Source: an optimization exercise on an open RTL-to-GDS flow (aim: small area and a short achievable clock period). Production flows keep margins and buffers that such runs may drop.
Only simulation tests tie the RTL to the original design; equivalence was not proved.
Power is estimated from default activity; no workload was simulated.

==> flow/design.v <==
package ram_pkg;
    localparam WM_WRITE_FIRST = "write_first";
    localparam WM_READ_FIRST  = "read_first";
    localparam WM_NO_CHANGE   = "no_change";
    localparam int unsigned LATENCY_MIN = 1;
    localparam int unsigned LATENCY_MAX = 3;
    function automatic integer num_lanes(input integer dw, input integer bw);
        num_lanes = dw / bw;
    endfunction
endpackage
module ram_bit_next (
    input  logic q,
    input  logic d,
    input  logic wr,
    input  logic wr_n,
    output logic nq
);
    assign nq = (q | wr) & (d | wr_n);
endmodule
module ram_rd_pair (
    input  logic s0_n,
    input  logic q0,
    input  logic s1_n,
    input  logic q1,
    output logic z
);
    assign z = !((s0_n | q0) & (s1_n | q1));
endmodule
module ram_nor2 (
    input  logic a,
    input  logic b,
    output logic y
);
    assign y = !(a | b);
endmodule
module ram_nand4 (
    input  logic a,
    input  logic b,
    input  logic c,
    input  logic d,
    output logic y
);
    assign y = !(a & b & c & d);
endmodule
module ram_nand2 (
    input  logic a,
    input  logic b,
    output logic y
);
    assign y = !(a & b);
endmodule
module ram_inv (
    input  logic a,
    output logic y
);
    assign y = !a;
endmodule
module sp_ram_be #(
    parameter int unsigned DATA_WIDTH = 32,
    parameter int unsigned BYTE_WIDTH = 8,
    parameter int unsigned DEPTH      = 128,
    parameter int unsigned LATENCY    = 2,
    parameter              WRITE_MODE = "write_first",
    localparam int unsigned LANES     = ram_pkg::num_lanes(DATA_WIDTH, BYTE_WIDTH),
    localparam int unsigned AW        = $clog2(DEPTH)
) (
    input  logic                  clk,
    input  logic                  rst,
    input  logic                  en,
    input  logic [LANES-1:0]      we,
    input  logic [AW-1:0]         addr,
    input  logic [DATA_WIDTH-1:0] din,
    output logic [DATA_WIDTH-1:0] dout,
    output logic                  rvalid
);
    logic [DATA_WIDTH-1:0] mem [DEPTH];
    localparam int unsigned AL = AW / 2;             
    localparam int unsigned AH = AW - AL;            
    logic [(1 << AH)-1:0] pre_h;
    logic [(1 << AH)-1:0] pre_h_n;
    logic [(1 << AL)-1:0] pre_l;
    logic [LANES-1:0]     lane_en;
    logic [LANES-1:0]     pre_lw_n [1 << AL];
    logic [DEPTH-1:0]     wl_n;
    logic [LANES-1:0]     wr   [DEPTH];
    logic [LANES-1:0]     wr_n [DEPTH];
    always_comb begin
        for (int unsigned j = 0; j < (1 << AH); j++) begin
            pre_h[j]   = (addr[AW-1:AL] == AH'(j));
            pre_h_n[j] = !pre_h[j];
        end
        for (int unsigned j = 0; j < (1 << AL); j++) pre_l[j] = !rst && (addr[AL-1:0] == AL'(j));
        for (int unsigned i = 0; i < LANES; i++) lane_en[i] = !rst && en && we[i];
        for (int unsigned j = 0; j < (1 << AL); j++) begin
            for (int unsigned i = 0; i < LANES; i++) pre_lw_n[j][i] = !(pre_l[j] && lane_en[i]);
        end
    end
    for (genvar w = 0; w < DEPTH; w++) begin : g_dec
        ram_nand2 u_wl (.a(pre_h[w >> AL]), .b(pre_l[w % (1 << AL)]), .y(wl_n[w]));
        for (genvar i = 0; i < LANES; i++) begin : g_lane
            ram_nor2 u_wr  (.a(pre_h_n[w >> AL]), .b(pre_lw_n[w % (1 << AL)][i]), .y(wr[w][i]));
            ram_inv  u_wrn (.a(wr[w][i]), .y(wr_n[w][i]));
        end
    end
    for (genvar w = 0; w < DEPTH; w++) begin : g_word
        logic [DATA_WIDTH-1:0] nxt;
        for (genvar b = 0; b < DATA_WIDTH; b++) begin : g_bit
            ram_bit_next u_next (
                .q    (mem[w][b]),
                .d    (din[b]),
                .wr   (wr[w][b / BYTE_WIDTH]),
                .wr_n (wr_n[w][b / BYTE_WIDTH]),
                .nq   (nxt[b])
            );
        end
        always_ff @(posedge clk) mem[w] <= nxt;
    end
    logic             a_v;
    logic [DEPTH-1:0] sel_n;
    logic             sel_zn;
    logic             sel_ld;
    logic             sel_ld_n;
    logic [DEPTH-1:0] sel_nxt;
    logic             sel_zn_nxt;
    assign sel_ld   = en || rst;
    assign sel_ld_n = !sel_ld;
    for (genvar w = 0; w < DEPTH; w++) begin : g_sel
        ram_bit_next u_sel (.q(sel_n[w]), .d(wl_n[w]), .wr(sel_ld), .wr_n(sel_ld_n), .nq(sel_nxt[w]));
    end
    ram_bit_next u_selz (.q(sel_zn), .d(!rst), .wr(sel_ld), .wr_n(sel_ld_n), .nq(sel_zn_nxt));
    always_ff @(posedge clk) begin
        a_v    <= en && !rst;
        sel_n  <= sel_nxt;
        sel_zn <= sel_zn_nxt;
    end
    logic [DATA_WIDTH-1:0] rd_n;
    for (genvar b = 0; b < DATA_WIDTH; b++) begin : g_rd
        logic [DEPTH/2-1:0]  z1;    
        logic [DEPTH/4-1:0]  c2;    
        logic [DEPTH/16-1:0] z3;    
        logic [DEPTH/32-1:0] c4;    
        for (genvar p = 0; p < DEPTH/2; p++) begin : g_l1
            ram_rd_pair u (.s0_n(sel_n[2*p]), .q0(mem[2*p][b]),
                           .s1_n(sel_n[2*p+1]), .q1(mem[2*p+1][b]), .z(z1[p]));
        end
        for (genvar p = 0; p < DEPTH/4; p++) begin : g_l2
            ram_nor2 u (.a(z1[2*p]), .b(z1[2*p+1]), .y(c2[p]));
        end
        for (genvar p = 0; p < DEPTH/16; p++) begin : g_l3
            ram_nand4 u (.a(c2[4*p]), .b(c2[4*p+1]), .c(c2[4*p+2]), .d(c2[4*p+3]), .y(z3[p]));
        end
        for (genvar p = 0; p < DEPTH/32; p++) begin : g_l4
            ram_nor2 u (.a(z3[2*p]), .b(z3[2*p+1]), .y(c4[p]));
        end
        ram_nand4 u_l5 (.a(c4[0]), .b(c4[1]), .c(c4[2]), .d(c4[3]), .y(rd_n[b]));
    end
    logic out_off;
    assign out_off = rst || !sel_zn;
    always_ff @(posedge clk) begin
        rvalid <= a_v && !rst;
        for (int unsigned b = 0; b < DATA_WIDTH; b++) dout[b] <= !(rd_n[b] || out_off);
    end
endmodule
Settings: LEC_CHECK=0, CAP_MARGIN=20, CORE_MARGIN=2, CORE_UTILIZATION=60, CTS_CLUSTER_DIAMETER=80, CTS_CLUSTER_SIZE=25, SETUP_SLACK_MARGIN=1.7, SLEW_MARGIN=20, SYNTH_HIERARCHICAL=1, SYNTH_MINIMUM_KEEP_SIZE=0; clock period 4.0 ns.
run.sh (not shown) runs the stock make flow with config.mk's settings and CLKGATE_MAP_FILE= SYNTH_SCRIPT=/design/flow/synth_recipe.tcl, a recipe that flattens the netlist after the stock synthesis.
The baseline finished with timing, DRC and antenna clean.
Edit:
Settings changed: CTS_CLUSTER_DIAMETER 80 to 100, SETUP_SLACK_MARGIN 1.7 to 1.95.
After rerunning: The changed run went through all stages and came out clean; worst setup slack gets better by 0.058 ns; sequential power hardly moves; cell count grows by 0.68%; count of clock-buffer cells in the layout shrinks by 9; register-to-register slack gets better by 0.06 ns; core utilization grows by 1.9 points; design area grows by about 2.8%; routed wire length stays flat; clock power shrinks by about 5%; worst hold slack gets better by 0.078 ns.
Edit:
Settings changed: CORE_UTILIZATION 60 to 66, CTS_CLUSTER_DIAMETER 100 to 60, CTS_CLUSTER_SIZE 25 to 20, SETUP_SLACK_MARGIN 1.95 to 1.7.
After rerunning: Flip-flop and latch count stays the same. Total power went up by about 4.4%. Global-route usage went up by 2.7 points. Worst setup slack got worse by 0.057 ns. Wire length went down by 3.3%. Sequential power stays flat. Via count barely changes. Final area went down by about 2.6%. Non-clock buffer count went down by 242. Cell count went down by 2.2%.
Edit:
Settings changed: CORE_UTILIZATION 66 to 60, SETUP_SLACK_MARGIN 1.7 to 1.85.
=>
- total power is higher by about 4.5%
- wire length grows by 2.8%
- worst setup slack improved by 0.14 ns
- register-to-register slack gets better by 0.14 ns
- die area rises by about 10%
- cell area rises by 3.2%
- area after synthesis is unchanged
Edit:
Settings changed: CTS_CLUSTER_DIAMETER 60 to 100, CTS_CLUSTER_SIZE 20 to 25.
After rerunning: The changed run went through all stages and came out clean; via count falls by 0.79%; synthesized cell count stays the same; hold slack gets better by 0.063 ns; power falls by 8.4%; clock-buffer cell count is lower by 130; wire length is lower by 0.75%.

## what the ideal ports hide
The flow's constraints put no driver on any port. The routed layouts listed below were extracted and timed again, unchanged, in two steps.
Step 1 assumes that a clkbuf_16 drives the clock port and a buf_2 every other input.
Step 2 moves the port delays by t, midway between the first and last clock arrival at a register: inputs arrive t later, outputs are due t later. That takes back most of the time a late clock gives input paths.
Slacks: ideal ports / drivers / drivers and shift; pairs: ideal ports / drivers.
| run | t (ns) | slack for setup (ns) | worst hold slack (ns) | worst register clock-pin slew, ns |
|---|---|---|---|---|
| the first run | 0.983 | 1.591 / 1.591 / 0.675 | 0.157 / 0.158 / 0.462 | 0.10 / 0.10 |
| the second run | 1.008 | 1.649 / 1.649 / 0.894 | 0.235 / 0.144 / 0.464 | 0.11 / 0.11 |
| the third run | 1.004 | 1.592 / 1.592 / 0.613 | 0.224 / 0.178 / 0.465 | 0.09 / 0.09 |
| the fourth run | 1.041 | 1.729 / 1.684 / 0.795 | 0.088 / 0.049 / 0.460 | 0.09 / 0.09 |
| the fifth run | 0.979 | 1.748 / 1.738 / 0.843 | 0.151 / 0.123 / 0.461 | 0.10 / 0.10 |
After both steps setup and hold are still met in every run listed. The setup slack of the third run, which loses most, moves by 0.000 ns with the drivers and by -0.979 ns with both steps.
